This is an optimization exercise on Yosys and OpenROAD, whose aim is small area, a short achievable clock period and few clock cycles per item, not a production implementation.
Where RTL was checked, it was by simulation tests only, not by an equivalence proof against the original.

== run A ==
// aes128_block_cipher
module aes128_block_cipher (
    input  logic          aclk,
    input  logic          aresetn,
    input  logic          cfg_wr_en,
    input  logic [1:0]    cfg_index,
    input  logic [63:0]   cfg_data,
    input  logic          s_valid,
    output logic          s_ready,
    input  logic [63:0]   s_block_upper,
    input  logic [63:0]   s_block_lower,
    output logic          m_valid,
    input  logic          m_ready,
    output logic [63:0]   m_result_upper,
    output logic [63:0]   m_result_lower
);
Size in the first run: ~330 I/O pins, about 170000 sq um of cells after synthesis.
Settings: LEC_CHECK=0, ABC_AREA=1, CAP_MARGIN=30, CORE_MARGIN=2, CORE_UTILIZATION=45, PLACE_DENSITY=0.6, SETUP_SLACK_MARGIN=5.0, SLEW_MARGIN=30; clock period 8.0 ns.
standard.sh (not shown) runs the stock make flow with config.mk's settings and CLKGATE_MAP_FILE= SYNTH_SCRIPT=/design/flow/synth_recipe.tcl, a recipe that flattens the netlist after the stock synthesis.
==> flow/flow/run.sh <==
#!/bin/bash
# Layout flow: the standard flow (standard.sh, unchanged synthesis), with
# one addition after global placement (flow/place_out.tcl): each register that
# drives an output port is moved next to its port before the flow legalizes
# and optimizes the placement. Each tool's output goes to a log file here.
set -euo pipefail
W=$PWD
bash standard.sh POST_GLOBAL_PLACE_TCL=$W/flow/place_out.tcl finish > layout.log 2>&1
==> flow/flow/place_out.tcl <==
# After global placement: put each flip-flop that drives an output port (through
# the port buffer) next to that port, together with the buffer, so the
# register-to-output paths are short. Detailed placement legalizes them later.
set block [ord::get_db_block]
set core [$block getCoreArea]
set cx0 [$core xMin]; set cy0 [$core yMin]; set cx1 [$core xMax]; set cy1 [$core yMax]
set inset 4000
set moved 0
foreach bt [$block getBTerms] {
  if {[$bt getIoType] != "OUTPUT"} continue
  set net [$bt getNet]
  if {$net == "NULL"} continue
  set bpins [$bt getBPins]
  if {[llength $bpins] == 0} continue
  set bb [[lindex $bpins 0] getBBox]
  set px [expr {([$bb xMin] + [$bb xMax]) / 2}]
  set py [expr {([$bb yMin] + [$bb yMax]) / 2}]
  # target point just inside the core, facing the pin
  set tx [expr {min(max($px, $cx0 + $inset), $cx1 - $inset)}]
  set ty [expr {min(max($py, $cy0 + $inset), $cy1 - $inset)}]
  # the port buffer drives the port; the flop drives the buffer
  foreach it [$net getITerms] {
    if {![$it isOutputSignal]} continue
    set buf [$it getInst]
    set bufin ""
    foreach bi [$buf getITerms] { if {[$bi isInputSignal]} { set bufin $bi } }
    if {$bufin == ""} continue
    set n2 [$bufin getNet]
    if {$n2 == "NULL"} continue
    set drv ""
    foreach it2 [$n2 getITerms] { if {[$it2 isOutputSignal]} { set drv [$it2 getInst] } }
    if {$drv == ""} continue
    if {![[$drv getMaster] isSequential]} continue
    if {[llength [$n2 getITerms]] != 2} continue
    $buf setLocation $tx $ty
    $drv setLocation $tx $ty
    incr moved
  }
}
puts "place_out: moved $moved output registers next to their ports"
Input changes introduced in run B (baseline for comparison: run A):
==> flow/run.sh (new file) <==
#!/bin/bash
# synth_recipe.tcl (not shown) runs the flow's synth.tcl, then flattens the netlist and writes it again
# the make line also repeats each setting of config.mk as NAME=value (left out here)
make -C /OpenROAD-flow-scripts/flow DESIGN_CONFIG=/design/flow/config.mk WORK_HOME=/design/flow/orfs CLKGATE_MAP_FILE= SYNTH_SCRIPT=/design/flow/synth_recipe.tcl finish
removed: flow/flow/run.sh
removed: flow/flow/place_out.tcl
removed: flow/standard.sh
--- outcome ---
Taking run A as the reference, in run B worst hold slack after final layout dropped 0.0052 ns; final cell count was more or less identical.
Any difference in non-clock buffer count between run B and run A is small enough to ignore.
Diff run A..run B | number of placed cells counting well taps | unchanged
Relative to run B, the following input files were edited for run C:
--- a/flow/config.mk
+++ b/flow/config.mk
@@ -9,6 +9,6 @@
 export CAP_MARGIN = 30
 export CORE_MARGIN = 2
-export CORE_UTILIZATION = 45
-export PLACE_DENSITY = 0.6
+export CORE_UTILIZATION = 55
+export PLACE_DENSITY = 0.7
 export SETUP_SLACK_MARGIN = 5.0
 export SLEW_MARGIN = 30
## What came out
Going from run B to run C, detailed placement HPWL lost 20 mm, final non-filler cell total fell by about 4%, number of iterations in the first detailed-routing pass rose 1, final weighted congestion of routability-driven global placement now sits higher, fraction of area in multi-input gates picked up an extra 0.27 points. Of run B and run C, run B shows the higher final worst slack, with run C below it.
Function was not checked in any run of this note: the RTL went through the layout flow alone.


== lagoon ==
aes128_block_cipher, a different RTL version from the one above (not shown whole).
Size in the first run: roughly 2300 flip-flops, roughly 330 I/O pins, ~170000 um^2 of cells after synthesis.
==> flow/design.v (excerpt) <==
module aes128_block_cipher (
    input  logic          aclk,
    input  logic          aresetn,
    input  logic          cfg_wr_en,
    input  logic [1:0]    cfg_index,
    input  logic [63:0]   cfg_data,
    input  logic          s_valid,
    output logic          s_ready,
    input  logic [63:0]   s_block_upper,
    input  logic [63:0]   s_block_lower,
    output logic          m_valid,
    input  logic          m_ready,
    output logic [63:0]   m_result_upper,
    output logic [63:0]   m_result_lower
);
    logic [127:0] key_r;       
    logic         dir_r;       
    logic [127:0] k10_r;       
    logic         k10_ok;
    logic [127:0] w0;          
    logic [127:0] w1;          
    logic [87:0]  kq;          
    logic [71:0]  kp;          
    logic [31:0]  kt;          
    logic [6:0]   kcnt;        
    logic         kexp;        
    logic         kdec;        
    logic         c_first, c_last;
    logic [1:0] c_src, c_step;
  ...
==> flow/config.mk <==
export PLATFORM = sky130hd
export DESIGN_NAME = aes128_block_cipher
export DESIGN_NICKNAME = aes128_block_cipher
export VERILOG_FILES = /design/flow/design.v
export SDC_FILE = /design/flow/constraint.sdc
export NUM_CORES = 8
export LEC_CHECK = 0
export CAP_MARGIN = 30
export CORE_MARGIN = 2
export CORE_UTILIZATION = 50
export PLACE_DENSITY = 0.65
export SETUP_SLACK_MARGIN = 5.0
export SLEW_MARGIN = 30
==> flow/constraint.sdc <==
create_clock -name core_clock -period 8.0 [get_ports {aclk}]
set_input_delay 1.6000 -clock core_clock [delete_from_list [all_inputs] [get_ports {aclk}]]
set_output_delay 1.6000 -clock core_clock [all_outputs]
set_load 0.01 [all_outputs]
==> flow/flow/run.sh <==
#!/bin/bash
# Layout flow: the standard flow (standard.sh, unchanged synthesis), with
# two changes in placement: the port buffers are buf_4 cells, and after global
# placement (flow/place_out.tcl) each register that drives an output port is
# moved next to its port before the flow legalizes and optimizes the placement.
# Each tool's output goes to a log file here.
set -euo pipefail
W=$PWD
bash standard.sh POST_GLOBAL_PLACE_TCL=$W/flow/place_out.tcl "BUFFER_PORTS_ARGS=-buffer_cell sky130_fd_sc_hd__buf_4" finish > layout.log 2>&1
==> flow/flow/place_out.tcl <==
# After global placement: put each flip-flop that drives an output port (through
# the port buffer) next to that port, together with the buffer, so the
# register-to-output paths are short. Detailed placement legalizes them later.
set block [ord::get_db_block]
set core [$block getCoreArea]
set cx0 [$core xMin]; set cy0 [$core yMin]; set cx1 [$core xMax]; set cy1 [$core yMax]
set inset 4000
set moved 0
foreach bt [$block getBTerms] {
  if {[$bt getIoType] != "OUTPUT"} continue
  set net [$bt getNet]
  if {$net == "NULL"} continue
  set bpins [$bt getBPins]
  if {[llength $bpins] == 0} continue
  set bb [[lindex $bpins 0] getBBox]
  set px [expr {([$bb xMin] + [$bb xMax]) / 2}]
  set py [expr {([$bb yMin] + [$bb yMax]) / 2}]
  # target point just inside the core, facing the pin
  set tx [expr {min(max($px, $cx0 + $inset), $cx1 - $inset)}]
  set ty [expr {min(max($py, $cy0 + $inset), $cy1 - $inset)}]
  # the port buffer drives the port; the flop drives the buffer
  foreach it [$net getITerms] {
    if {![$it isOutputSignal]} continue
    set buf [$it getInst]
    set bufin ""
    foreach bi [$buf getITerms] { if {[$bi isInputSignal]} { set bufin $bi } }
    if {$bufin == ""} continue
    set n2 [$bufin getNet]
    if {$n2 == "NULL"} continue
    set drv ""
    foreach it2 [$n2 getITerms] { if {[$it2 isOutputSignal]} { set drv [$it2 getInst] } }
    if {$drv == ""} continue
    if {![[$drv getMaster] isSequential]} continue
    if {[llength [$n2 getITerms]] != 2} continue
    $buf setLocation $tx $ty
    $drv setLocation $tx $ty
    incr moved
  }
}
puts "place_out: moved $moved output registers next to their ports"
Testbench counts of lagoon, summed over its fixed seeds: cycles 8,768, blocks 1,536.
#### Input delta (yarrow over lagoon)
Settings: a change of PLACE_DENSITY from 0.65 to 0.6; an added ABC_AREA of 1; a change of SETUP_SLACK_MARGIN from 5.0 to 4.9; a change of CORE_UTILIZATION from 50 to 45.
Findings:
Both conditions hold for yarrow: the flow ran to the end and the final layout passed the timing, DRC and antenna checks. Comparing lagoon against yarrow, there is no change at all in number of I/O pins. Looking at critical path depth, yarrow sits 8 lower than lagoon does. yarrow vs. lagoon: area of the core now larger; slack of the critical path went down by 5.9 ps; minimum hold slack -3.3 ps. lagoon and yarrow ended up with nearly the same maximum operating frequency. Between lagoon and yarrow, the flow reports final cell area excluding filler cells decreasing by a few percent. For lagoon, the timing startpoint of the critical path was lst[7]$_DFF_P_, unlike yarrow, where it was oa[7]$_DFFE_PP_. Against lagoon, yarrow comes in 4.8% higher on routed wire length.
Changes in fjord relative to yarrow:
Settings: SETUP_SLACK_MARGIN now 5.0, was 4.9; CORE_UTILIZATION now 50, was 45; PLACE_DENSITY now 0.65, was 0.6.
==> flow/flow/run.sh <==
#!/bin/bash
# Layout flow: the standard flow (standard.sh, unchanged synthesis), with
# one addition after global placement (flow/place_out.tcl): each register that
# drives an output port is moved next to its port before the flow legalizes
# and optimizes the placement. Each tool's output goes to a log file here.
set -euo pipefail
W=$PWD
bash standard.sh POST_GLOBAL_PLACE_TCL=$W/flow/place_out.tcl finish > layout.log 2>&1
[summary]
Number of failing setup endpoints in the final timing report came out exactly the same in fjord and yarrow.
Post-synthesis net count came out exactly the same in fjord and yarrow.
Run comparison: fjord worst setup path startpoint oa[93]$_DFFE_PP_; yarrow worst setup path startpoint oa[7]$_DFFE_PP_
fjord falls short of yarrow in area of all placed cells without fillers.
Looking at fjord and yarrow, the count of non-CTS inverters in the layout is a wash.
On fraction of met2 tracks used by global routing: fjord sits above yarrow.
diff inputs: fjord => ember
==> flow/flow/run.sh <==
#!/bin/bash
# Layout flow: the standard flow (standard.sh, unchanged synthesis), with
# two changes in placement: the port buffers are buf_4 cells, and after global
# placement (flow/place_out.tcl) each register that drives an output port is
# moved next to its port before the flow legalizes and optimizes the placement.
# Each tool's output goes to a log file here.
set -euo pipefail
W=$PWD
bash standard.sh POST_GLOBAL_PLACE_TCL=$W/flow/place_out.tcl "BUFFER_PORTS_ARGS=-buffer_cell sky130_fd_sc_hd__buf_4" finish > layout.log 2>&1
Notes after the runs:
- [diff] shortest clock period the worst path allows after layout, ember relative to fjord: improvement
- Lower maximum clock frequency goes to fjord over ember.
- [ember] design area fell 0.46% relative to fjord
- ember vs fjord: non-clock buffer count down by a few percent
- Re hold slack: fjord was lower than ember.


Setup of oak:
aes128_block_cipher, a different RTL version from the one above (not shown whole).
Size: roughly 21000 cells after synthesis, ~330 I/O pins, roughly 180000 um2 of cells after synthesis.
export LEC_CHECK = 0
export ABC_AREA = 1
export CAP_MARGIN = 20
export CORE_MARGIN = 2
export CORE_UTILIZATION = 45
export PLACE_DENSITY = 0.6
export SETUP_SLACK_MARGIN = 5.0
export SLEW_MARGIN = 20
create_clock -name core_clock -period 8.0 [get_ports {aclk}]
run.sh (not shown) runs the stock make flow with config.mk's settings and CLKGATE_MAP_FILE= SYNTH_SCRIPT=/design/flow/synth_recipe.tcl, a recipe that flattens the netlist after the stock synthesis.
Stock flow here: none of the scripts above is used.
The inputs of pine differ from those of oak as listed below.
- a change of CORE_UTILIZATION from 45 to 30
- a change of PLACE_DENSITY from 0.6 to 0.4
When pine is measured against oak, its number of antenna repair diodes turns out 12 higher. pine: total non-filler cell area in the finished layout 3.7% above oak. Residual overflow from global routing across oak and pine: no real change. NOTE: maximum number of pins on one net before global-route repair in pine falls short of that of oak. Going from oak to pine, number of clock buffers in the layout climbed 15%, die area climbed about 50%.
Function was not checked in any run of this note: the RTL went through the layout flow alone.


Setup of the baseline:
Another version of the RTL of aes128_block_cipher (not shown whole).
Size in the first run: about 18000 cells after synthesis, ~2200 flip-flops.
export LEC_CHECK = 0
export ABC_AREA = 1
export CAP_MARGIN = 30
export CORE_MARGIN = 2
export CORE_UTILIZATION = 45
export PLACE_DENSITY = 0.6
export SETUP_SLACK_MARGIN = 5.0
export SLEW_MARGIN = 30
create_clock -name core_clock -period 8.0 [get_ports {aclk}]
standard.sh (not shown) runs the stock make flow with config.mk's settings and CLKGATE_MAP_FILE= SYNTH_SCRIPT=/design/flow/synth_recipe.tcl, a recipe that flattens the netlist after the stock synthesis.
==> flow/flow/run.sh <==
#!/bin/bash
# Layout flow: the standard flow (standard.sh, unchanged synthesis), with
# one addition after global placement (flow/place_out.tcl): each register that
# drives an output port is moved next to its port before the flow legalizes
# and optimizes the placement. Each tool's output goes to a log file here.
set -euo pipefail
W=$PWD
bash standard.sh POST_GLOBAL_PLACE_TCL=$W/flow/place_out.tcl finish > layout.log 2>&1
Scripts as last shown in full above: flow/flow/place_out.tcl
Input-level comparison between the candidate and the baseline:
==> flow/run.sh (new file) <==
#!/bin/bash
# synth_recipe.tcl (not shown) runs the flow's synth.tcl, then flattens the netlist and writes it again
# the make line also repeats each setting of config.mk as NAME=value (left out here)
make -C /OpenROAD-flow-scripts/flow DESIGN_CONFIG=/design/flow/config.mk WORK_HOME=/design/flow/orfs CLKGATE_MAP_FILE= SYNTH_SCRIPT=/design/flow/synth_recipe.tcl finish
removed: flow/flow/run.sh
removed: flow/flow/place_out.tcl
removed: flow/standard.sh
Diff the baseline -> the candidate: DRC marker count from the first detailed-route iteration lost 0.47%; via count saw an increase; core utilization saw an increase. In terms of number of global-route vias before repair, the candidate and the baseline differ only marginally. Changes observed in the candidate relative to the baseline: number of antenna violations at the first check in global routing fell by 15; final cell count stayed essentially flat; routed length per instance stayed essentially flat.
No functional check of the RTL was part of any run of this note.

==> separate check: timing with driven ports <==
The flow's constraints put no driver on any port. The routed layouts listed below were extracted and timed again, unchanged, in two steps. Step 1 sets driving cells, clkbuf_16 on the clock port and buf_2 on the other inputs (assumed; they add their load-dependent delay and slew). Step 2 moves the port delays by t, midway between the first and last clock arrival at a register: inputs arrive t later, outputs are due t later. That takes back most of the time a late clock gives input paths. a / b / c = ideal ports / drivers / drivers and shift; a / b = the first two.
run | t, ns | slack for setup (ns) | worst slew at a driven data input, ns | cell pins on the clock port's net
run A | 1.059 | 4.847 / 4.752 / 3.933 | 0.16 | 1
run B | 1.069 | 4.704 / 4.586 / 3.954 | 0.17 | 1
run C | 1.052 | 4.630 / 4.521 / 4.040 | 0.14 | 1
lagoon | 1.016 | 4.828 / 4.749 / 3.980 | 0.18 | 1
yarrow | 1.054 | 4.822 / 4.698 / 4.036 | 0.29 | 1
fjord | 1.043 | 4.815 / 4.708 / 3.894 | 0.21 | 1
ember | 1.032 | 4.834 / 4.725 / 4.007 | 0.21 | 1
oak | 1.074 | 4.691 / 4.576 / 4.114 | 0.21 | 1
pine | 1.099 | 4.431 / 4.296 / 3.969 | 0.22 | 1
the baseline | 1.053 | 4.846 / 4.778 / 3.875 | 0.17 | 1
the candidate | 1.060 | 4.493 / 4.387 / 3.888 | 0.18 | 1
After both steps every run listed still meets setup and hold. For the baseline, which loses most, drivers alone change the setup slack by -0.068 ns; drivers and shift together by -0.971 ns.
